This is an optimization exercise on Yosys and OpenROAD, whose aim is small area, a short achievable clock period and few clock cycles per item, not a production implementation.
Function was not checked in any run shown here: the RTL went through the layout flow alone.
No activity file was given, so power comes from the tool's default toggle rates.

==> flow/design.v <==
package cpuPkg;
	localparam int dataWidth = 16;
	localparam int regCount = 8;
	localparam int regIdxWidth = $clog2(regCount);
	typedef logic [dataWidth-1:0] wordT;
	typedef logic [regIdxWidth-1:0] regIdxT;
	localparam logic [4:0] opNop   = 5'd0;
	localparam logic [4:0] opAddu  = 5'd1;
	localparam logic [4:0] opSubu  = 5'd2;
	localparam logic [4:0] opAnd   = 5'd3;
	localparam logic [4:0] opOr    = 5'd4;
	localparam logic [4:0] opSlt   = 5'd5;
	localparam logic [4:0] opAddiu = 5'd6;
	localparam logic [4:0] opLi    = 5'd7;
	localparam logic [4:0] opLw    = 5'd8;
	localparam logic [4:0] opSw    = 5'd9;
	localparam logic [4:0] opBeqz  = 5'd10;
	localparam logic [4:0] opBnez  = 5'd11;
	localparam logic [4:0] opB     = 5'd12;
	localparam logic [4:0] opJr    = 5'd13;
endpackage
package pipePkg;
	typedef enum logic [2:0] {
		aluAdd   = 3'd0,
		aluSub   = 3'd1,
		aluAnd   = 3'd2,
		aluOr    = 3'd3,
		aluSlt   = 3'd4,
		aluPassB = 3'd5
	} aluOpT;
	typedef struct packed {
		aluOpT aluOp;
		logic  srcImm;
		logic  regWrite;
		logic  memRead;
		logic  memWrite;
		logic  branchZero;
		logic  branchNonZero;
		logic  jump;
		logic  jumpReg;
		logic  destIsRz;
		logic  destIsRy;
	} ctrlT;
endpackage
module pipeReg #(
	parameter int width = 1
) (
	input  logic             CLK,
	input  logic             RST,
	input  logic [width-1:0] d,
	output logic [width-1:0] q
);
	always_ff @(posedge CLK or negedge RST)
	begin
		if (!RST)
			q <= '0;
		else
			q <= d;
	end
endmodule
module instrDecoder (
	input  cpuPkg::wordT  instr,
	output pipePkg::ctrlT ctrl,
	output cpuPkg::wordT  imm
);
	logic [4:0] op;
	assign op = instr[15:11];
	always_comb
	begin
		ctrl = '0;
		imm = {{8{instr[7]}}, instr[7:0]};
		case (op)
			cpuPkg::opAddu,
			cpuPkg::opSubu,
			cpuPkg::opAnd,
			cpuPkg::opOr,
			cpuPkg::opSlt:
			begin
				ctrl.regWrite = 1'b1;
				ctrl.destIsRz = 1'b1;
				case (op)
					cpuPkg::opSubu: ctrl.aluOp = pipePkg::aluSub;
					cpuPkg::opAnd:  ctrl.aluOp = pipePkg::aluAnd;
					cpuPkg::opOr:   ctrl.aluOp = pipePkg::aluOr;
					cpuPkg::opSlt:  ctrl.aluOp = pipePkg::aluSlt;
					default:        ctrl.aluOp = pipePkg::aluAdd;
				endcase
			end
			cpuPkg::opAddiu:
			begin
				ctrl.regWrite = 1'b1;
				ctrl.srcImm = 1'b1;
			end
			cpuPkg::opLi:
			begin
				ctrl.aluOp = pipePkg::aluPassB;
				ctrl.regWrite = 1'b1;
				ctrl.srcImm = 1'b1;
				imm = {8'h00, instr[7:0]};
			end
			cpuPkg::opLw:
			begin
				ctrl.regWrite = 1'b1;
				ctrl.memRead = 1'b1;
				ctrl.srcImm = 1'b1;
				ctrl.destIsRy = 1'b1;
				imm = {{11{instr[4]}}, instr[4:0]};
			end
			cpuPkg::opSw:
			begin
				ctrl.memWrite = 1'b1;
				ctrl.srcImm = 1'b1;
				imm = {{11{instr[4]}}, instr[4:0]};
			end
			cpuPkg::opBeqz: ctrl.branchZero = 1'b1;
			cpuPkg::opBnez: ctrl.branchNonZero = 1'b1;
			cpuPkg::opB:
			begin
				ctrl.jump = 1'b1;
				imm = {{5{instr[10]}}, instr[10:0]};
			end
			cpuPkg::opJr: ctrl.jumpReg = 1'b1;
			default: ;
		endcase
	end
endmodule
module regFile (
	input  logic           CLK,
	input  logic           RST,
	input  cpuPkg::regIdxT rdA,
	input  cpuPkg::regIdxT rdB,
	output cpuPkg::wordT   valA,
	output cpuPkg::wordT   valB,
	input  logic           we,
	input  cpuPkg::regIdxT wAddr,
	input  cpuPkg::wordT   wData
);
	cpuPkg::wordT regs [cpuPkg::regCount];
	always_ff @(posedge CLK or negedge RST)
	begin
		if (!RST)
			for (int i = 0; i < cpuPkg::regCount; i++)
				regs[i] <= '0;
		else if (we)
			regs[wAddr] <= wData;
	end
	assign valA = regs[rdA];
	assign valB = regs[rdB];
endmodule
module hazardUnit (
	input  cpuPkg::regIdxT rx,
	input  cpuPkg::regIdxT ry,
	input  logic           memWrites,
	input  cpuPkg::regIdxT memDest,
	output logic           fwdA,
	output logic           fwdB
);
	assign fwdA = memWrites && memDest == rx;
	assign fwdB = memWrites && memDest == ry;
endmodule
module executeStage (
	input  pipePkg::ctrlT ctrl,
	input  cpuPkg::wordT  imm,
	input  cpuPkg::wordT  opA,
	input  cpuPkg::wordT  opB,
	output cpuPkg::wordT  aluResult,
	output logic          condTaken
);
	cpuPkg::wordT aluB;
	assign aluB = ctrl.srcImm ? imm : opB;
	always_comb
	begin
		case (ctrl.aluOp)
			pipePkg::aluSub:   aluResult = opA - aluB;
			pipePkg::aluAnd:   aluResult = opA & aluB;
			pipePkg::aluOr:    aluResult = opA | aluB;
			pipePkg::aluSlt:   aluResult = ($signed(opA) < $signed(aluB)) ?
				cpuPkg::wordT'(1) : '0;
			pipePkg::aluPassB: aluResult = aluB;
			default:           aluResult = opA + aluB;
		endcase
	end
	assign condTaken = (opA == '0) ^ ctrl.branchNonZero;
endmodule
module pipelineCpu (
	input  logic           CLK,
	input  logic           RST,
	output cpuPkg::wordT   imemAddr,
	input  cpuPkg::wordT   imemData,
	output cpuPkg::wordT   dmemAddr,
	output cpuPkg::wordT   dmemWData,
	output logic           dmemRead,
	output logic           dmemWrite,
	input  cpuPkg::wordT   dmemRData,
	output logic           wbValid,
	output cpuPkg::regIdxT wbReg,
	output cpuPkg::wordT   wbData
);
	cpuPkg::wordT   pc;
	cpuPkg::wordT   nextPc;
	cpuPkg::wordT   seqPc;
	cpuPkg::wordT   targetPc;
	logic [4:0]     fOp;
	logic           fIsB;
	logic           fIsBr;
	logic           fPred;
	logic           irValid;
	cpuPkg::wordT   irInstr;
	cpuPkg::wordT   irAlt;
	logic           irPred;
	logic           irCheck;
	pipePkg::ctrlT  ctrl;
	cpuPkg::wordT   imm;
	cpuPkg::regIdxT rx;
	cpuPkg::regIdxT ry;
	cpuPkg::regIdxT dest;
	cpuPkg::wordT   valA;
	cpuPkg::wordT   valB;
	cpuPkg::wordT   opA;
	cpuPkg::wordT   opB;
	logic           fwdA;
	logic           fwdB;
	cpuPkg::wordT   aluResult;
	logic           condTaken;
	logic           redirect;
	cpuPkg::wordT   redirectPc;
	logic [2:0]     memFlags;
	logic           memRegWrite;
	logic           memRead;
	logic           memWrite;
	cpuPkg::regIdxT memDest;
	cpuPkg::wordT   memAlu;
	cpuPkg::wordT   memStore;
	cpuPkg::wordT   memResult;
	cpuPkg::regIdxT wbDest;
	cpuPkg::wordT   wbResult;
	assign imemAddr = pc;
	assign fOp = imemData[15:11];
	assign fIsB = fOp == cpuPkg::opB;
	assign fIsBr = fOp == cpuPkg::opBeqz || fOp == cpuPkg::opBnez;
	assign fPred = fIsB || (fIsBr && imemData[7]);
	assign seqPc = pc + 16'd1;
	assign targetPc = seqPc + (fIsB ? {{5{imemData[10]}}, imemData[10:0]} :
		{{8{imemData[7]}}, imemData[7:0]});
	assign nextPc = redirect ? redirectPc : (fPred ? targetPc : seqPc);
	always_ff @(posedge CLK or negedge RST)
	begin
		if (!RST)
			pc <= '0;
		else
			pc <= nextPc;
	end
	pipeReg #(.width(1)) irValidReg (.CLK(CLK), .RST(RST), .d(!redirect), .q(irValid));
	always_ff @(posedge CLK)
	begin
		irInstr <= imemData;
		irAlt <= fPred ? seqPc : targetPc;
		irPred <= fPred;
		irCheck <= fIsBr && imemData[7:0] != 8'd0;
	end
	assign rx = irInstr[10:8];
	assign ry = irInstr[7:5];
	instrDecoder decoder (.instr(irInstr), .ctrl(ctrl), .imm(imm));
	assign dest = ctrl.destIsRz ? irInstr[4:2] : (ctrl.destIsRy ? ry : rx);
	regFile regs (.CLK(CLK), .RST(RST), .rdA(rx), .rdB(ry), .valA(valA), .valB(valB),
		.we(memRegWrite), .wAddr(memDest), .wData(memResult));
	hazardUnit hazard (.rx(rx), .ry(ry), .memWrites(memRegWrite), .memDest(memDest),
		.fwdA(fwdA), .fwdB(fwdB));
	assign opA = fwdA ? memResult : valA;
	assign opB = fwdB ? memResult : valB;
	executeStage execute (.ctrl(ctrl), .imm(imm), .opA(opA), .opB(opB),
		.aluResult(aluResult), .condTaken(condTaken));
	assign redirect = irValid && (ctrl.jumpReg || (irCheck && condTaken != irPred));
	assign redirectPc = ctrl.jumpReg ? opA : irAlt;
	pipeReg #(.width(3)) memFlagReg (.CLK(CLK), .RST(RST),
		.d({irValid && ctrl.regWrite, irValid && ctrl.memRead, irValid && ctrl.memWrite}),
		.q(memFlags));
	assign {memRegWrite, memRead, memWrite} = memFlags;
	always_ff @(posedge CLK)
	begin
		memDest <= dest;
		memAlu <= aluResult;
		memStore <= opB;
	end
	assign dmemAddr = memAlu;
	assign dmemWData = memStore;
	assign dmemRead = memRead;
	assign dmemWrite = memWrite;
	assign memResult = memRead ? dmemRData : memAlu;
	pipeReg #(.width(1)) wbFlagReg (.CLK(CLK), .RST(RST), .d(memRegWrite), .q(wbValid));
	always_ff @(posedge CLK)
	begin
		wbDest <= memDest;
		wbResult <= memResult;
	end
	assign wbReg = wbDest;
	assign wbData = wbResult;
endmodule
==> flow/run.sh <==
#!/bin/bash
# synth_recipe.tcl (not shown) runs the flow's synth.tcl, then flattens the netlist and writes it again
# the make line also repeats each setting of config.mk as NAME=value (left out here)
make -C /OpenROAD-flow-scripts/flow DESIGN_CONFIG=/design/flow/config.mk WORK_HOME=/design/flow/orfs CLKGATE_MAP_FILE= SYNTH_SCRIPT=/design/flow/synth_recipe.tcl finish
==> flow/config.mk <==
export PLATFORM = sky130hd
export DESIGN_NAME = pipelineCpu
export DESIGN_NICKNAME = pipelineCpu
export VERILOG_FILES = /design/flow/design.v
export SDC_FILE = /design/flow/constraint.sdc
export NUM_CORES = 4
export LEC_CHECK = 0
export ABC_CLOCK_PERIOD_IN_PS = 3500
export CAP_MARGIN = 20
export CORE_MARGIN = 2
export CORE_UTILIZATION = 40
export SETUP_SLACK_MARGIN = 2.0
export SLEW_MARGIN = 20
==> flow/constraint.sdc <==
create_clock -name core_clock -period 6.2 [get_ports {CLK}]
set_input_delay 1.2400 -clock core_clock [delete_from_list [all_inputs] [get_ports {CLK}]]
set_output_delay 1.2400 -clock core_clock [all_outputs]
set_load 0.01 [all_outputs]
==> insert_results.sql, run 1 <==
INSERT INTO impl_metrics (metric_group, metric, value, unit) VALUES
('timing', 'rsz0062_at_grt', 'true', ''),
('clock_network', 'clkLatencyLatePin', '0.56', 'ns'),
('critical_path', 'critical_path.startpoint_type', 'input pin', ''),
('floorplan', 'die_w', '191', 'µm'),
('pwr', 'irDropWorstVdd', '0.255', 'mV'),
('timing', 'post-route-min-period', '4.13', 'ns'),
('route', 'drt-initial-drc-count', '1115', ''),
('yosys', 'syn_inst', '1583', ''),
('clock_network', 'numClockSinks', '237', ''),
('pwr', 'power_density', '510', 'nW/µm²'),
('timing', 'timing_max_transition_violations_final', '0', ''),
('timing', 'setup_total_negative_slack', '0', 'ns'),
('clock_network', 'cts_tree', 'built', ''),
('yosys', 'yosysSeqAreaShare', '39.2', '%'),
('yosys', 'syn-mean-instance-area', '8.84', 'µm²'),
('floorplan', 'row_count', '68', ''),
('route', 'drt_drc_violations_left', '0', ''),
('timing', 'final_hold_viol_count', '0', ''),
('route', 'via_to_cell_ratio', '5.70', ''),
('critical_path', 'critPathCaptureType', 'flop', ''),
('finish', 'design_area', '17600', 'µm²'),
('clock_network', 'cts_inserted_buffers', '28', ''),
('timing', 'fmax', '0.242', 'GHz'),
('min_path', 'hold_path_end', 'wbDest[2]$_DFF_P_', ''),
('critical_path', 'worst_ep_required_time', '6.64', 'ns'),
('finish', 'finalCoreUtilization', '50.9', '%'),
('global_routing', 'grt_overflow', '0', ''),
('finish', 'fill_cells', '3188', ''),
('clock_network', 'clkTransAtPathRegs', '0.06', 'ns'),
('yosys', 'synthDominantAreaCellType', 'sky130_fd_sc_hd__dfrtp_1', ''),
('place', 'dpl.cell_count', '2083', ''),
('global_routing', 'grt_antenna_before_repair', '0', ''),
('job', 'max_cap_violations', '0', ''),
('outcome', 'status', 'no timing/DRC/antenna violations', ''),
('critical_path', 'timing.setup.critical_path_class', 'input pin to flop', ''),
('critical_path', 'regToRegStartpoint', 'irInstr[7]$_DFF_P_', ''),
('global_routing', 'largest_net_degree_at_the_start_of_global_routing', '110', ''),
('floorplan', 'die-height', '191', 'µm'),
('critical_path', 'crit_arrival', '4.57', 'ns'),
('critical_path', 'reg2reg_slack', '2.11', 'ns'),
('yosys', 'synth-async-reset-ratio', '62.9', '%'),
('finish', 'final_cells', '2186', ''),
('finish', 'final-seq-area', '5520', 'µm²'),
('yosys', 'netlist_area', '14000', 'µm²'),
('yosys', 'synth_top_flop_cell', 'sky130_fd_sc_hd__dfrtp_1', ''),
('route', 'drt_pre_antenna_iters', '6', ''),
('yosys', 'synth.lib_cells_used.distinct', '76', ''),
('timing', 'timing_worst_slew_pin_value', '0.961', 'ns'),
('yosys', 'synth-seq-cells', '237', ''),
('floorplan', 'die_area', '36500', 'µm²'),
('finish', 'multiInputGateArea', '8110', 'µm²'),
('yosys', 'synth_top_cell_area_share', '26.7', '%'),
('route', 'vias', '12500', ''),
('min_path', 'hp-start', 'memDest[2]$_DFF_P_', ''),
('finish', 'layout-area-overhead-vs-synth', '25.5', '%'),
('timing', 'timing.slew.headroom', '35.5', '%'),
('place', 'dp_hpwl', '32.0', 'mm'),
('floorplan', 'floorplan.core_area', '34500', 'µm²'),
('global_routing', 'globalRouteTotalUtil', '25.7', '%'),
('global_routing', 'vias_in_the_first_global_route', '12000', ''),
('yosys', 'synth-edff-count', '0', ''),
('yosys', 'yosys_warnings', '7', ''),
('clock_network', 'cts_max_path_bufs', '3', ''),
('critical_path', 'timing.reg2reg.worst_path_depth', '16', ''),
('critical_path', 'r2r_endpoint', 'memAlu[13]$_DFF_P_', ''),
('yosys', 'postSynthNetCount', '1684', ''),
('clock_network', 'clock_tree.root_cell', 'sky130_fd_sc_hd__clkbuf_16', ''),
('place', 'standard_cell_area_after_detailed_placement', '15500', 'µm²'),
('timing', 'setup_clock_skew_after_layout', '0.00981', 'ns'),
('route', 'detail_route.wl_per_cell', '21.8', 'µm'),
('timing', 'finalCritPeriodShare', '66.6', '%');
[state kept, by name, summed over array words and instances, names as in the netlist]
| name | count |
|---|---|
| wbResult | 16 |
| wbFlagReg.q | 1 |
| irCheck | 1 |
| irValidReg.q | 1 |
| memFlagReg.q | 3 |
| memDest | 3 |
| wbDest | 3 |
| irAlt | 16 |
| regs.regs | 128 |
| irInstr | 16 |
| irPred | 1 |
| memStore | 16 |
| pc | 16 |
| memAlu | 16 |
[worst max path at each step]
| stage | to | startpoint | slack (ns) |
|---|---|---|---|
| 3_3_place_gp | memAlu[13]$_DFF_P_ | dmemRData[1] | 0.88 |
| 5_1_grt | memAlu[13]$_DFF_P_ | irInstr[12]$_DFF_P_ | 1.96 |
| 4_1_cts | memAlu[12]$_DFF_P_ | dmemRData[0] | 1.99 |
| 6_report | memAlu[12]$_DFF_P_ | dmemRData[11] | 2.07 |
| 3_5_place_dp | memAlu[13]$_DFF_P_ | dmemRData[1] | 0.82 |
| 2_1_floorplan | memAlu[13]$_DFF_P_ | dmemRData[1] | 1.99 |
[Yosys cell counts, drive strengths merged, types with 5 or more instances]
| cell type | number |
|---|---|
| nor2 | 181 |
| dfrtp | 149 |
| nand2 | 145 |
| a21oi | 141 |
| o21ai | 140 |
| dfxtp | 88 |
| inv | 86 |
| clkbuf | 83 |
| mux2i | 80 |
| ha | 64 |
| buf | 27 |
| mux2 | 27 |
| a221oi | 25 |
| nand3 | 24 |
| nor3 | 22 |
| xnor2 | 22 |
| a211oi | 20 |
| xor2 | 17 |
| mux4 | 15 |
| nand2b | 14 |
| nor2b | 14 |
| a21o | 13 |
| a221o | 13 |
| o221ai | 13 |
| o211ai | 11 |
| o21bai | 10 |
| o22ai | 10 |
| or3 | 10 |
| a21boi | 8 |
| a31o | 8 |
| and3 | 8 |
| o2bb2ai | 8 |
| o21a | 7 |
| a22o | 6 |
| nand4 | 6 |
| or2 | 6 |
| nand4b | 5 |
| nor3b | 5 |
| nor4 | 5 |
| o31a | 5 |
[critical path, cell delays in order]
cell and delay (ns):
sky130_fd_sc_hd__clkdlybuf4s50_1 0.47, sky130_fd_sc_hd__mux2i_2 0.17, sky130_fd_sc_hd__o21ai_0 0.68, sky130_fd_sc_hd__a21boi_0 0.27, sky130_fd_sc_hd__ha_1 0.28, sky130_fd_sc_hd__or3_1 0.37
sky130_fd_sc_hd__o31a_1 0.34, sky130_fd_sc_hd__buf_4 0.14, sky130_fd_sc_hd__a221o_1 0.28, sky130_fd_sc_hd__a221o_1 0.32
[cell type report]
cell class                 count  area share, %
inverter                      87           1.92
tap                          455           3.24
multi-input combinational   1149           46.2
clock buffer                  42           5.35
timing repair buffer         206           11.2
sequential                   237           31.5
clock inverter                10          0.563
[kinds of logic after synthesis]
family,count (synthesis),share of synthesized area [%]
AO/OA/AOI/OAI,462,21.0
flip-flops,237,39.2
buffers and inverters,197,6.09
adder cells (fa/ha/maj),67,6.15
AND/OR/NAND/NOR,459,14.7
multiplexers,122,10.4
XOR/XNOR,39,2.44
[report_power, final]
part	internal (mW)	switching [mW]
clock	1.09	0.724
sequential	2.24	0.560
combinational	2.01	2.32
total	5.35	3.60
[cells in the final DEF (no fill, tap or decap), types with 13 or more instances in the layout]
cell type / count
sky130_fd_sc_hd__nand2b_1: 14
sky130_fd_sc_hd__mux2_2: 18
sky130_fd_sc_hd__nor3_1: 18
sky130_fd_sc_hd__clkdlybuf4s50_1: 101
sky130_fd_sc_hd__xnor2_1: 22
sky130_fd_sc_hd__nand2_1: 143
sky130_fd_sc_hd__a221oi_1: 20
sky130_fd_sc_hd__a221o_1: 13
sky130_fd_sc_hd__clkbuf_16: 35
sky130_fd_sc_hd__mux4_2: 15
sky130_fd_sc_hd__inv_1: 80
sky130_fd_sc_hd__nor2_1: 178
sky130_fd_sc_hd__a21oi_1: 133
sky130_fd_sc_hd__buf_4: 87
sky130_fd_sc_hd__o21ai_0: 121
sky130_fd_sc_hd__a211oi_1: 16
sky130_fd_sc_hd__a21o_1: 13
sky130_fd_sc_hd__dfxtp_1: 78
sky130_fd_sc_hd__ha_1: 52
sky130_fd_sc_hd__dfrtp_1: 148
sky130_fd_sc_hd__xor2_1: 17
sky130_fd_sc_hd__nand3_1: 23
sky130_fd_sc_hd__mux2i_1: 69
[stage by stage]
step / setup slack, ns / power, mW / hold slack [ns]
2_1_floorplan: 1.99 / 5.29 / 0.332
3_3_place_gp: 0.875 / 6.65 / 0.479
3_5_place_dp: 0.821 / 6.72 / 0.489
4_1_cts: 1.99 / 8.71 / 0.462
5_1_grt: 1.96 / 9.54 / 0.473
6_report: 2.07 / 8.95 / 0.466
[timing repair]
action / in CTS / in global routing
resized for setup: 55 / 80
endpoints found under the setup margin: 23 / 10
gates cloned: 0 / 2
pin swaps: 7 / 26
setup buffers: 16 / 33
[metal layers]
metal / part of all wire, % / vias to the layer above / track usage (%)
met5: 0 / - / 0
met4: 3.8 / 0 / 9.21
met3: 6.8 / 97 / 3.71
met2: 46 / 466 / 41.3
met1: 44 / 6036 / 35.1
li1: - / 5857 / -
==> inputs of run 2 (changes only) <==
--- a/flow/config.mk
+++ b/flow/config.mk
@@ -6,8 +6,8 @@
 export NUM_CORES = 4
 export LEC_CHECK = 0
-export ABC_CLOCK_PERIOD_IN_PS = 3500
+export ABC_CLOCK_PERIOD_IN_PS = 2500
 export CAP_MARGIN = 20
 export CORE_MARGIN = 2
 export CORE_UTILIZATION = 40
-export SETUP_SLACK_MARGIN = 2.0
+export SETUP_SLACK_MARGIN = 3.0
 export SLEW_MARGIN = 20
==> run 2 against run 1 <==
Compared with the run above: fmax grew 5.3%; clock-buffer cell count rose by 1; sequential share of layout area fell by 2.0 points; total power increased by 6.2%; register-to-register slack better by 0.18 ns; clock power shrank 4%; largest power group unchanged.
==> insert_results.sql, run 2 <==
INSERT INTO impl_metrics (metric_group, metric, value, unit) VALUES
('critical_path', 'regToRegStartpoint', 'irInstr[6]$_DFF_P_', ''),
('critical_path', 'source_of_the_critical_timing_path', 'dmemRData[4]', ''),
('clock_network', 'numClockSinks', '237', ''),
('yosys', 'yosysSeqAreaShare', '39.2', '%'),
('finish', 'mostFrequentLayoutCells', 'sky130_fd_sc_hd__nor2_1 (173), sky130_fd_sc_hd__dfrtp_1 (145), sky130_fd_sc_hd__nand2_1 (143)', ''),
('critical_path', 'worst_ep_required_time', '6.64', 'ns'),
('finish', 'most_common_library_cell_in_the_layout_ignoring_fill_and_taps', 'sky130_fd_sc_hd__nor2_1', ''),
('pwr', 'irDropWorstVdd', '0.231', 'mV'),
('yosys', 'synth.top_cells.by_area', 'sky130_fd_sc_hd__dfrtp_1 (27%), sky130_fd_sc_hd__dfxtp_1 (13%), sky130_fd_sc_hd__ha_1 (5.7%)', ''),
('floorplan', 'die-height', '191', 'µm'),
('critical_path', 'critical_path.startpoint_type', 'input pin', ''),
('timing', 'finalCritPeriodShare', '63.2', '%'),
('route', 'drt_pre_antenna_iters', '8', ''),
('route', 'finalWirelength', '50.5', 'mm'),
('global_routing', 'groute.layer.met1.usage', '36.3', '%'),
('outcome', 'status', 'no timing/DRC/antenna violations', ''),
('route', 'vias', '12800', ''),
('yosys', 'syn-mean-instance-area', '8.84', 'µm²'),
('yosys', 'commonest_cells_post_synth', 'sky130_fd_sc_hd__nor2_1 (181), sky130_fd_sc_hd__dfrtp_1 (149), sky130_fd_sc_hd__nand2_1 (145), sky130_fd_sc_hd__a21oi_1 (138), sky130_fd_sc_hd__o21ai_0 (136)', ''),
('job', 'max_cap_violations', '0', ''),
('yosys', 'netlist_area', '14000', 'µm²'),
('place', 'port_buffers', '103', ''),
('clock_network', 'ctsHtreeMaxLevel', '1', ''),
('floorplan', 'die_area', '36500', 'µm²'),
('finish', 'drive_above_1_share', '25.4', '%'),
('place', 'place_ws', '1.24', 'ns'),
('clock_network', 'clkTransAtPathRegs', '0.06', 'ns'),
('global_routing', 'grt_overflow', '0', ''),
('clock_network', 'cts_tree', 'built', ''),
('pwr', 'static-leakage-power', '7.88', 'nW'),
('floorplan', 'row_count', '68', ''),
('global_routing', 'vias_in_the_first_global_route', '12600', ''),
('clock_network', 'clkLatencyLatePin', '0.55', 'ns'),
('yosys', 'synth-seq-cells', '237', ''),
('global_routing', 'globalRouteTotalUtil', '27.4', '%'),
('global_routing', 'use_met3', '5.05', '%'),
('clock_network', 'cts_inserted_buffers', '28', ''),
('route', 'drt-initial-drc-count', '1329', ''),
('timing', 'final_hold_viol_count', '0', ''),
('timing', 'rsz0062_at_grt', 'true', ''),
('timing', 'timing_worst_slew_pin_value', '1.14', 'ns'),
('finish', 'finalNetCount', '1864', ''),
('timing', 'timing.slew.headroom', '23.6', '%'),
('finish', 'largest-register', 'regs.regs', ''),
('timing', 'timing_max_transition_violations_final', '0', ''),
('critical_path', 'reg2reg_slack', '2.29', 'ns'),
('min_path', 'holdCritPathClass', 'flop to flop', ''),
('place', 'dp_hpwl', '32.4', 'mm'),
('finish', 'largest_register_ff_count', '128', ''),
('yosys', 'postSynthNetCount', '1684', ''),
('yosys', 'synthDominantAreaCellType', 'sky130_fd_sc_hd__dfrtp_1', ''),
('finish', 'n_antenna_cell', '0', ''),
('yosys', 'synth-edff-count', '0', ''),
('floorplan', 'top_level_ports', '104', ''),
('yosys', 'post-synth-top-count-cell', 'sky130_fd_sc_hd__nor2_1', ''),
('timing', 'finalSetupViolCount', '0', ''),
('critical_path', 'worstSetupEndpoint', 'memAlu[13]$_DFF_P_', ''),
('global_routing', 'first_pass_grt_wire_length', '76.4', 'mm'),
('yosys', 'synth_top_cell_area_share', '26.7', '%'),
('route', 'detail-route-antenna-nets', '0', ''),
('floorplan', 'floorplan.core_area', '34500', 'µm²'),
('critical_path', 'crit_arrival', '4.36', 'ns'),
('pwr', 'power_density', '506', 'nW/µm²'),
('yosys', 'yosys_warnings', '7', ''),
('critical_path', 'timing.setup.critical_path_class', 'input pin to flop', ''),
('critical_path', 'crit_path_max_fanout', '8', ''),
('place', 'gp_congestion', '0.917', ''),
('timing', 'fmax', '0.255', 'GHz'),
('yosys', 'synth_top_flop_cell', 'sky130_fd_sc_hd__dfrtp_1', ''),
('yosys', 'synth.lib_cells_used.distinct', '76', ''),
('yosys', 'syn_inst', '1583', ''),
('clock_network', 'post_cts_hold_buffer_count', '0', ''),
('timing', 'post-route-worst-setup-slack', '2.28', 'ns'),
('critical_path', 'critPathCaptureType', 'flop', ''),
('critical_path', 'r2r_endpoint', 'memAlu[12]$_DFF_P_', ''),
('pwr', 'power', '9.51', 'mW'),
('floorplan', 'die_w', '191', 'µm'),
('clock_network', 'cts_max_path_bufs', '3', ''),
('route', 'via_to_cell_ratio', '5.73', ''),
('global_routing', 'grtUsageMet2', '44.7', '%'),
('timing', 'setup_clock_skew_after_layout', '0.0141', 'ns'),
('finish', 'layout-area-overhead-vs-synth', '34.2', '%'),
('timing', 'post-route-min-period', '3.92', 'ns'),
('clock_network', 'clock_tree.root_cell', 'sky130_fd_sc_hd__clkbuf_16', ''),
('global_routing', 'largest_net_degree_at_the_start_of_global_routing', '100', ''),
('floorplan', 'starting_density_of_the_core', '40.6', '%'),
('timing', 'setup_total_negative_slack', '0', 'ns'),
('route', 'detail_route.wl_per_cell', '22.5', 'µm'),
('route', 'drt_drc_violations_left', '0', ''),
('global_routing', 'globalRoute.busiestLayer', 'met2', ''),
('critical_path', 'timing.reg2reg.worst_path_depth', '18', ''),
('yosys', 'synth-async-reset-ratio', '62.9', '%'),
('global_routing', 'grt_antenna_before_repair', '0', '');
[run 2: cell types whose count changed in the layout (fill, tap and decap cells not counted), moves of 9 or more]
cell,previous run,this run
sky130_fd_sc_hd__o21ai_0,121,106
sky130_fd_sc_hd__dlygate4sd2_1,0,9
sky130_fd_sc_hd__ha_4,7,18
sky130_fd_sc_hd__buf_6,5,16
sky130_fd_sc_hd__a21oi_1,133,122
sky130_fd_sc_hd__ha_1,52,41
sky130_fd_sc_hd__clkdlybuf4s50_1,101,86
sky130_fd_sc_hd__buf_4,87,119
[run 2: cell families (layout without fill, tap and decap cells)]
group	Yosys count	count (layout)	synth area share, %
and+or+nand+nor	459	459	14.7
DFF	237	237	39.2
AOI/OAI and AO/OA	462	462	21.0
muxes	122	122	10.4
buffers and inverters	197	399	6.09
adders and majority gates	67	67	6.15
xor gates and xnor gates	39	39	2.44
[run 2: critical path, stage by stage]
cell and delay, ns:
sky130_fd_sc_hd__clkdlybuf4s50_1 0.45, sky130_fd_sc_hd__mux2i_1 0.07, sky130_fd_sc_hd__buf_4 0.16, sky130_fd_sc_hd__buf_4 0.14, sky130_fd_sc_hd__o22ai_2 0.26, sky130_fd_sc_hd__inv_1 0.12
sky130_fd_sc_hd__ha_4 0.33, sky130_fd_sc_hd__nor3b_2 0.32, sky130_fd_sc_hd__a2111oi_4 0.10, sky130_fd_sc_hd__nor2_1 0.16, sky130_fd_sc_hd__a211oi_2 0.10, sky130_fd_sc_hd__a31o_2 0.29
sky130_fd_sc_hd__a221o_1 0.29, sky130_fd_sc_hd__a221o_1 0.31
[run 2: metal layers]
| layer | routed length, µm | share of wire [%] |
|---|---|---|
| met5 | 0 | 0 |
| met4 | 1890 | 3.7 |
| met3 | 3860 | 7.7 |
| met2 | 23400 | 46 |
| met1 | 21300 | 42 |
[run 2: layout make-up]
| cell class | count | area (µm²) |
|---|---|---|
| Multi-Input combinational cell | 1149 | 8810 |
| Timing Repair Buffer | 260 | 2550 |
| Clock inverter | 9 | 110 |
| Sequential cell | 237 | 5530 |
| Fill cell | 3061 | 15700 |
| Clock buffer | 43 | 861 |
| Tap cell | 455 | 569 |
| Inverter | 87 | 343 |
[run 2: through the flow]
step,area (µm²),std cells,hold slack (ns),utilization (%)
2_1_floorplan,14400,1583,0.332,-
3_3_place_gp,15800,2073,0.479,45.8
3_5_place_dp,15800,2073,0.491,45.8
4_1_cts,18300,2215,0.456,53.1
5_1_grt,18800,2240,0.477,54.5
6_report,18800,2240,0.475,54.5
[run 2: worst min path at each step]
stage	depth (start not counted)	start	slack, ns	endpoint
finish	0	memDest[0]$_DFF_P_	0.48	wbDest[0]$_DFF_P_
global placement	2	regs.regs[6][15]$_DFFE_PN0P_	0.48	regs.regs[6][15]$_DFFE_PN0P_
CTS	0	memDest[0]$_DFF_P_	0.46	wbDest[0]$_DFF_P_
global route	0	memDest[0]$_DFF_P_	0.48	wbDest[0]$_DFF_P_
floorplan	0	memDest[0]$_DFF_P_	0.33	wbDest[0]$_DFF_P_
detailed placement	2	regs.regs[5][14]$_DFFE_PN0P_	0.49	regs.regs[5][14]$_DFFE_PN0P_
[run 2: repair_timing]
action                                  in CTS  in global routing
gates resized for setup                    217                 63
gates cloned                                 2                  2
endpoints found under the setup margin      45                 36
setup buffers                               88                 22
pin swaps                                   54                 38
[run 2: power by group]
part | internal (mW) | total, mW | switching [mW]
clock network | 1.04 | 1.74 | 0.695
registers | 2.24 | 2.82 | 0.582
logic | 2.36 | 4.95 | 2.58
total | 5.65 | 9.51 | 3.86
==> inputs of run 3 (changes only) <==
--- a/flow/design.v
+++ b/flow/design.v
@@ -41,4 +41,5 @@
 		logic  destIsRz;
 		logic  destIsRy;
+		logic  useRx;
 	} ctrlT;
 endpackage
@@ -70,4 +71,5 @@
 		ctrl = '0;
 		imm = {{8{instr[7]}}, instr[7:0]};
+		ctrl.useRx = 1'b1;
 		case (op)
 			cpuPkg::opAddu,
@@ -95,4 +97,5 @@
 			begin
 				ctrl.aluOp = pipePkg::aluPassB;
+				ctrl.useRx = 1'b0;
 				ctrl.regWrite = 1'b1;
 				ctrl.srcImm = 1'b1;
@@ -118,8 +121,9 @@
 			begin
 				ctrl.jump = 1'b1;
+				ctrl.useRx = 1'b0;
 				imm = {{5{instr[10]}}, instr[10:0]};
 			end
 			cpuPkg::opJr: ctrl.jumpReg = 1'b1;
-			default: ;
+			default: ctrl.useRx = 1'b0;
 		endcase
 	end
@@ -225,4 +229,9 @@
 	logic           redirect;
 	cpuPkg::wordT   redirectPc;
+	logic           stall;
+	logic           exValid;
+	logic           useRx;
+	logic           useRy;
+	cpuPkg::wordT   storeData;
 	logic [2:0]     memFlags;
 	logic           memRegWrite;
@@ -243,5 +252,5 @@
 	assign targetPc = seqPc + (fIsB ? {{5{imemData[10]}}, imemData[10:0]} :
 		{{8{imemData[7]}}, imemData[7:0]});
-	assign nextPc = redirect ? redirectPc : (fPred ? targetPc : seqPc);
+	assign nextPc = redirect ? redirectPc : (stall ? pc : (fPred ? targetPc : seqPc));
 	always_ff @(posedge CLK or negedge RST)
 	begin
@@ -251,6 +260,8 @@
 			pc <= nextPc;
 	end
-	pipeReg #(.width(1)) irValidReg (.CLK(CLK), .RST(RST), .d(!redirect), .q(irValid));
+	pipeReg #(.width(1)) irValidReg (.CLK(CLK), .RST(RST), .d(!redirect && (irValid || !stall)),
+		.q(irValid));
 	always_ff @(posedge CLK)
+	if (!stall)
 	begin
 		irInstr <= imemData;
@@ -267,12 +278,17 @@
 	hazardUnit hazard (.rx(rx), .ry(ry), .memWrites(memRegWrite), .memDest(memDest),
 		.fwdA(fwdA), .fwdB(fwdB));
-	assign opA = fwdA ? memResult : valA;
-	assign opB = fwdB ? memResult : valB;
+	assign useRx = ctrl.useRx;
+	assign useRy = ctrl.destIsRz;
+	assign stall = irValid && memRead && ((useRx && fwdA) || (useRy && fwdB));
+	assign exValid = irValid && !stall;
+	assign opA = fwdA ? memAlu : valA;
+	assign opB = fwdB ? memAlu : valB;
+	assign storeData = fwdB ? memResult : valB;
 	executeStage execute (.ctrl(ctrl), .imm(imm), .opA(opA), .opB(opB),
 		.aluResult(aluResult), .condTaken(condTaken));
-	assign redirect = irValid && (ctrl.jumpReg || (irCheck && condTaken != irPred));
+	assign redirect = exValid && (ctrl.jumpReg || (irCheck && condTaken != irPred));
 	assign redirectPc = ctrl.jumpReg ? opA : irAlt;
 	pipeReg #(.width(3)) memFlagReg (.CLK(CLK), .RST(RST),
-		.d({irValid && ctrl.regWrite, irValid && ctrl.memRead, irValid && ctrl.memWrite}),
+		.d({exValid && ctrl.regWrite, exValid && ctrl.memRead, exValid && ctrl.memWrite}),
 		.q(memFlags));
 	assign {memRegWrite, memRead, memWrite} = memFlags;
@@ -281,5 +297,5 @@
 		memDest <= dest;
 		memAlu <= aluResult;
-		memStore <= opB;
+		memStore <= storeData;
 	end
 	assign dmemAddr = memAlu;
--- a/flow/config.mk
+++ b/flow/config.mk
@@ -6,8 +6,8 @@
 export NUM_CORES = 4
 export LEC_CHECK = 0
-export ABC_CLOCK_PERIOD_IN_PS = 2500
+export ABC_CLOCK_PERIOD_IN_PS = 3500
 export CAP_MARGIN = 20
 export CORE_MARGIN = 2
 export CORE_UTILIZATION = 40
-export SETUP_SLACK_MARGIN = 3.0
+export SETUP_SLACK_MARGIN = 2.8
 export SLEW_MARGIN = 20
==> run 3 against run 2 <==
Compared with the run above: sequential cell count is the same; worst hold slack gained 0.030 ns; critical path depth grew 5; synthesized cell count grew 2.2%; fmax shrank 5.3%; cell area grew 4.2%; clock power grew 3%.
==> insert_results.sql, run 3 <==
INSERT INTO impl_metrics (metric_group, metric, value, unit) VALUES
('global_routing', 'first_pass_grt_wire_length', '79.1', 'mm'),
('critical_path', 'critPathCaptureType', 'flop', ''),
('finish', 'design_area', '19600', 'µm²'),
('place', 'port_buffers', '103', ''),
('pwr', 'static-leakage-power', '8.28', 'nW'),
('clock_network', 'numClockSinks', '237', ''),
('min_path', 'hold_path_end', 'wbDest[1]$_DFF_P_', ''),
('timing', 'post-route-min-period', '4.14', 'ns'),
('critical_path', 'timing.reg2reg.worst_path_depth', '19', ''),
('clock_network', 'clock_tree.root_cell', 'sky130_fd_sc_hd__clkbuf_16', ''),
('finish', 'layout-area-overhead-vs-synth', '35.5', '%'),
('critical_path', 'timing.setup.critical_path_class', 'flop to flop', ''),
('critical_path', 'worst_ep_required_time', '6.66', 'ns'),
('floorplan', 'die-height', '194', 'µm'),
('yosys', 'syn_inst', '1618', ''),
('yosys', 'netlist_area', '14400', 'µm²'),
('route', 'finalWirelength', '54.0', 'mm'),
('place', 'standard_cell_area_after_detailed_placement', '16100', 'µm²'),
('route', 'routedLengthMet1', '23.4', 'mm'),
('yosys', 'synth_top_flop_cell', 'sky130_fd_sc_hd__dfrtp_1', ''),
('global_routing', 'grt_antenna_before_repair', '1', ''),
('pwr', 'clock_power_share', '18.2', '%'),
('route', 'met2RoutedLength', '23.6', 'mm'),
('finish', 'most_common_library_cell_in_the_layout_ignoring_fill_and_taps', 'sky130_fd_sc_hd__nor2_1', ''),
('timing', 'timing_max_transition_violations_final', '0', ''),
('floorplan', 'starting_density_of_the_core', '40.6', '%'),
('clock_network', 'clkTransAtPathRegs', '0.06', 'ns'),
('yosys', 'synth-edff-count', '34', ''),
('route', 'drt_pre_antenna_iters', '6', ''),
('finish', 'largest_register_ff_count', '128', ''),
('route', 'top_signal_layer_used', 'met4', ''),
('route', 'drt-initial-drc-count', '1442', ''),
('global_routing', 'grt_overflow', '0', ''),
('yosys', 'dominant_combinational_cell_family_by_area_after_synthesis', 'compound AO/OA/AOI/OAI gates', ''),
('route', 'drt_drc_violations_left', '0', ''),
('finish', 'drive_above_1_share', '25.1', '%'),
('yosys', 'post-synth-top-count-cell', 'sky130_fd_sc_hd__nor2_1', ''),
('route', 'via_to_cell_ratio', '6.03', ''),
('critical_path', 'crit_arrival', '4.60', 'ns'),
('critical_path', 'crit_path_max_fanout', '8', ''),
('pwr', 'irDropWorstVdd', '0.299', 'mV'),
('yosys', 'commonest_cells_post_synth', 'sky130_fd_sc_hd__nor2_1 (176), sky130_fd_sc_hd__a21oi_1 (159), sky130_fd_sc_hd__nand2_1 (152), sky130_fd_sc_hd__dfrtp_1 (149), sky130_fd_sc_hd__o21ai_0 (134)', ''),
('timing', 'finalCritPeriodShare', '66.8', '%'),
('timing', 'rsz0062_at_grt', 'true', ''),
('yosys', 'yosys_warnings', '7', ''),
('global_routing', 'vias_in_the_first_global_route', '13100', ''),
('place', 'dp_hpwl', '34.3', 'mm'),
('floorplan', 'die_w', '194', 'µm'),
('floorplan', 'row_count', '69', ''),
('critical_path', 'reg2reg_slack', '2.06', 'ns'),
('min_path', 'hp-start', 'memDest[1]$_DFF_P_', ''),
('timing', 'timing.slew.headroom', '22.9', '%'),
('timing', 'timing_worst_slew_pin_value', '1.12', 'ns'),
('yosys', 'synth.top_cells.by_area', 'sky130_fd_sc_hd__dfrtp_1 (26%), sky130_fd_sc_hd__dfxtp_1 (7.5%), sky130_fd_sc_hd__edfxtp_1 (7.1%)', ''),
('clock_network', 'cts_max_path_bufs', '3', ''),
('finish', 'largest-register', 'regs.regs', ''),
('pwr', 'power.share.switching', '41.4', '%'),
('timing', 'final_hold_viol_count', '0', ''),
('yosys', 'syn-mean-instance-area', '8.93', 'µm²'),
('job', 'max_cap_violations', '0', ''),
('global_routing', 'largest_net_degree_at_the_start_of_global_routing', '102', ''),
('yosys', 'post_synth_xor_area_fraction', '2.73', '%'),
('floorplan', 'die_area', '37600', 'µm²'),
('critical_path', 'r2r_endpoint', 'memAlu[14]$_DFF_P_', ''),
('yosys', 'synth-compound-area-share', '21.2', '%'),
('clock_network', 'cts_tree', 'built', ''),
('finish', 'mostFrequentLayoutCells', 'sky130_fd_sc_hd__nor2_1 (168), sky130_fd_sc_hd__nand2_1 (147), sky130_fd_sc_hd__dfrtp_1 (144)', ''),
('route', 'vias', '14000', ''),
('min_path', 'worstHoldPathCells', '0', ''),
('clock_network', 'cts_inserted_buffers', '28', ''),
('pwr', 'p_int', '5.77', 'mW'),
('floorplan', 'floorplan.core_area', '35600', 'µm²'),
('timing', 'setup_clock_skew_after_layout', '0.0342', 'ns'),
('min_path', 'holdCritPathClass', 'flop to flop', ''),
('timing', 'setup_total_negative_slack', '0', 'ns'),
('yosys', 'synth.lib_cells_used.distinct', '82', ''),
('floorplan', 'top_level_ports', '104', ''),
('yosys', 'synth_adder_area_share', '5.96', '%'),
('pwr', 'p_seq_share', '30.6', '%'),
('yosys', 'yosysSeqAreaShare', '40.4', '%'),
('pwr', 'combPwrFrac', '51.2', '%'),
('critical_path', 'regToRegStartpoint', 'irInstr[8]$_DFFE_PN_', ''),
('critical_path', 'critical_path.startpoint_type', 'flop', ''),
('route', 'route.met3.wl', '4.69', 'mm'),
('yosys', 'postSynthNetCount', '1719', ''),
('route', 'detail-route-antenna-nets', '0', ''),
('timing', 'finalSetupViolCount', '0', ''),
('yosys', 'synth_top_cell_area_share', '25.8', '%'),
('yosys', 'synthDominantAreaCellType', 'sky130_fd_sc_hd__dfrtp_1', ''),
('yosys', 'post_synth_and_or_nand_nor_area_fraction', '14.8', '%'),
('timing', 'fmax', '0.241', 'GHz'),
('finish', 'finalNetCount', '1931', ''),
('timing', 'hold-worst-slack', '0.505', 'ns'),
('yosys', 'synth-seq-cells', '237', ''),
('yosys', 'synth-async-reset-ratio', '62.9', '%'),
('place', 'gp_congestion', '0.928', ''),
('yosys', 'yosys-mux-area-fraction', '9.25', '%'),
('pwr', 'power_density', '503', 'nW/µm²'),
('global_routing', 'globalRouteTotalUtil', '26.7', '%'),
('outcome', 'status', 'no timing/DRC/antenna violations', ''),
('route', 'detail_route.wl_per_cell', '23.3', 'µm'),
('pwr', 'sw_pwr', '4.08', 'mW'),
('clock_network', 'clkLatencyLatePin', '0.57', 'ns'),
('clock_network', 'ctsHtreeMaxLevel', '1', '');
[run 3: changes by cell type in the layout (fill, tap and decap cells not counted), moves of 7 or more]
| cell | before | now |
|---|---|---|
| sky130_fd_sc_hd__o2bb2ai_1 | 8 | 1 |
| sky130_fd_sc_hd__a21oi_1 | 122 | 140 |
| sky130_fd_sc_hd__edfxtp_1 | 0 | 34 |
| sky130_fd_sc_hd__nor3_1 | 13 | 23 |
| sky130_fd_sc_hd__clkbuf_16 | 33 | 42 |
| sky130_fd_sc_hd__mux2i_4 | 11 | 4 |
| sky130_fd_sc_hd__dfxtp_4 | 8 | 0 |
| sky130_fd_sc_hd__o22ai_1 | 7 | 17 |
| sky130_fd_sc_hd__o21ai_1 | 19 | 10 |
| sky130_fd_sc_hd__mux2_4 | 12 | 4 |
| sky130_fd_sc_hd__buf_4 | 119 | 140 |
| sky130_fd_sc_hd__dfxtp_1 | 77 | 52 |
| sky130_fd_sc_hd__a31oi_1 | 2 | 10 |
[run 3: kinds of logic after synthesis]
family,count (synthesis)
AO/OA/AOI/OAI,489
XOR/XNOR,45
adder cells (fa/ha/maj),67
buffers and inverters,195
flip-flops,237
multiplexers,109
AND/OR/NAND/NOR,476
[run 3: power by group through the flow]
stage | Sequential, mW | Combinational (mW) | Clock (mW)
floorplan | 2.80 | 2.74 | 0
global placement | 2.97 | 4.04 | 0
detailed placement | 2.98 | 4.10 | 0
CTS | 2.97 | 4.57 | 1.81
global route | 3.08 | 5.46 | 1.87
finish | 3.01 | 5.04 | 1.79
[run 3: timing repair]
action,in CTS,in global routing
hold buffers,0,0
gates resized for setup,158,118
buffers inserted,83,56
pin swaps,52,63
endpoints found under the setup margin,73,69
gates cloned,5,9
[run 3: worst max path at each step]
stage	startpoint	end	slack (ns)	cells past startpoint
after floorplan	irInstr[6]$_DFFE_PN_	memAlu[14]$_DFF_P_	2.33	18
after global placement	irInstr[5]$_DFFE_PN_	memAlu[14]$_DFF_P_	1.38	16
after detailed placement	irInstr[5]$_DFFE_PN_	memAlu[14]$_DFF_P_	1.29	16
after CTS	irInstr[5]$_DFFE_PN_	memAlu[14]$_DFF_P_	2.07	18
after global routing	irInstr[5]$_DFFE_PN_	memAlu[14]$_DFF_P_	1.91	19
final	irInstr[8]$_DFFE_PN_	memAlu[14]$_DFF_P_	2.06	19
[run 3: cell type report]
cell class / instances / area [µm²]
diodes: 1 / 2.50
inverters: 87 / 353
clock buffers: 40 / 903
well taps: 461 / 577
fillers: 3149 / 16000
repair buffers: 289 / 2910
clock inverters: 12 / 109
multi-input cells: 1187 / 8880
flip-flops and latches: 237 / 5840
[run 3: through the flow]
stage / std cells / util [%] / power (mW) / worst slack (ns)
floorplan: 1618 / - / 5.54 / 2.33
global route: 2313 / 55.0 / 10.4 / 1.91
detailed placement: 2108 / 45.1 / 7.07 / 1.29
finish: 2314 / 55.0 / 9.84 / 2.06
CTS: 2248 / 51.8 / 9.35 / 2.07
global placement: 2107 / 45.1 / 7.01 / 1.38
[run 3: metal layers]
metal  GRT usage, %  vias to the layer above
met1           37.9                     6708
met3           4.52                      175
li1               -                     6259
met5              0                        -
met2           40.8                      812
met4           10.1                        0
[run 3: critical path, cell delays in order (launching register included)]
cell and delay, ns:
sky130_fd_sc_hd__edfxtp_1 0.42, sky130_fd_sc_hd__buf_4 0.15, sky130_fd_sc_hd__buf_4 0.15, sky130_fd_sc_hd__buf_4 0.17, sky130_fd_sc_hd__mux2i_1 0.15, sky130_fd_sc_hd__a21oi_1 0.22, sky130_fd_sc_hd__nor2_2 0.08, sky130_fd_sc_hd__o31ai_4 0.30
sky130_fd_sc_hd__ha_4 0.22, sky130_fd_sc_hd__inv_4 0.04, sky130_fd_sc_hd__fa_2 0.40, sky130_fd_sc_hd__nor2b_2 0.13, sky130_fd_sc_hd__o21ai_2 0.07, sky130_fd_sc_hd__a21o_1 0.19, sky130_fd_sc_hd__a21oi_2 0.18, sky130_fd_sc_hd__a221oi_2 0.10
sky130_fd_sc_hd__a221oi_2 0.33, sky130_fd_sc_hd__a221o_1 0.24, sky130_fd_sc_hd__o221ai_1 0.13, sky130_fd_sc_hd__a221o_1 0.37

static timing again, ports no longer ideal:
How much do the figures lean on ideal ports? The routed layouts below were timed once more, with nothing changed but the port constraints. Step 1: set_driving_cell puts a clkbuf_16 on CLK and a buf_2 on each other input, an assumption about the parent block. Step 2 moves the port delays by t, midway between the first and last clock arrival at a register: inputs arrive t later, outputs are due t later. That takes back most of the time a late clock gives input paths. Slacks: ideal / step 1 / step 2; pairs: ideal / step 1.
| run | t (ns) | setup slack, ns | cell pins on the clock port's net |
|---|---|---|---|
| run 1 | 0.606 | 2.070 / 2.079 / 1.473 | 1 |
| run 2 | 0.600 | 2.279 / 2.289 / 1.707 | 1 |
| run 3 | 0.613 | 2.059 / 2.059 / 2.059 | 1 |
After both steps every run listed still meets setup and hold. The setup slack of run 1, which loses most, moves by +0.009 ns with the drivers and by -0.597 ns with both steps.
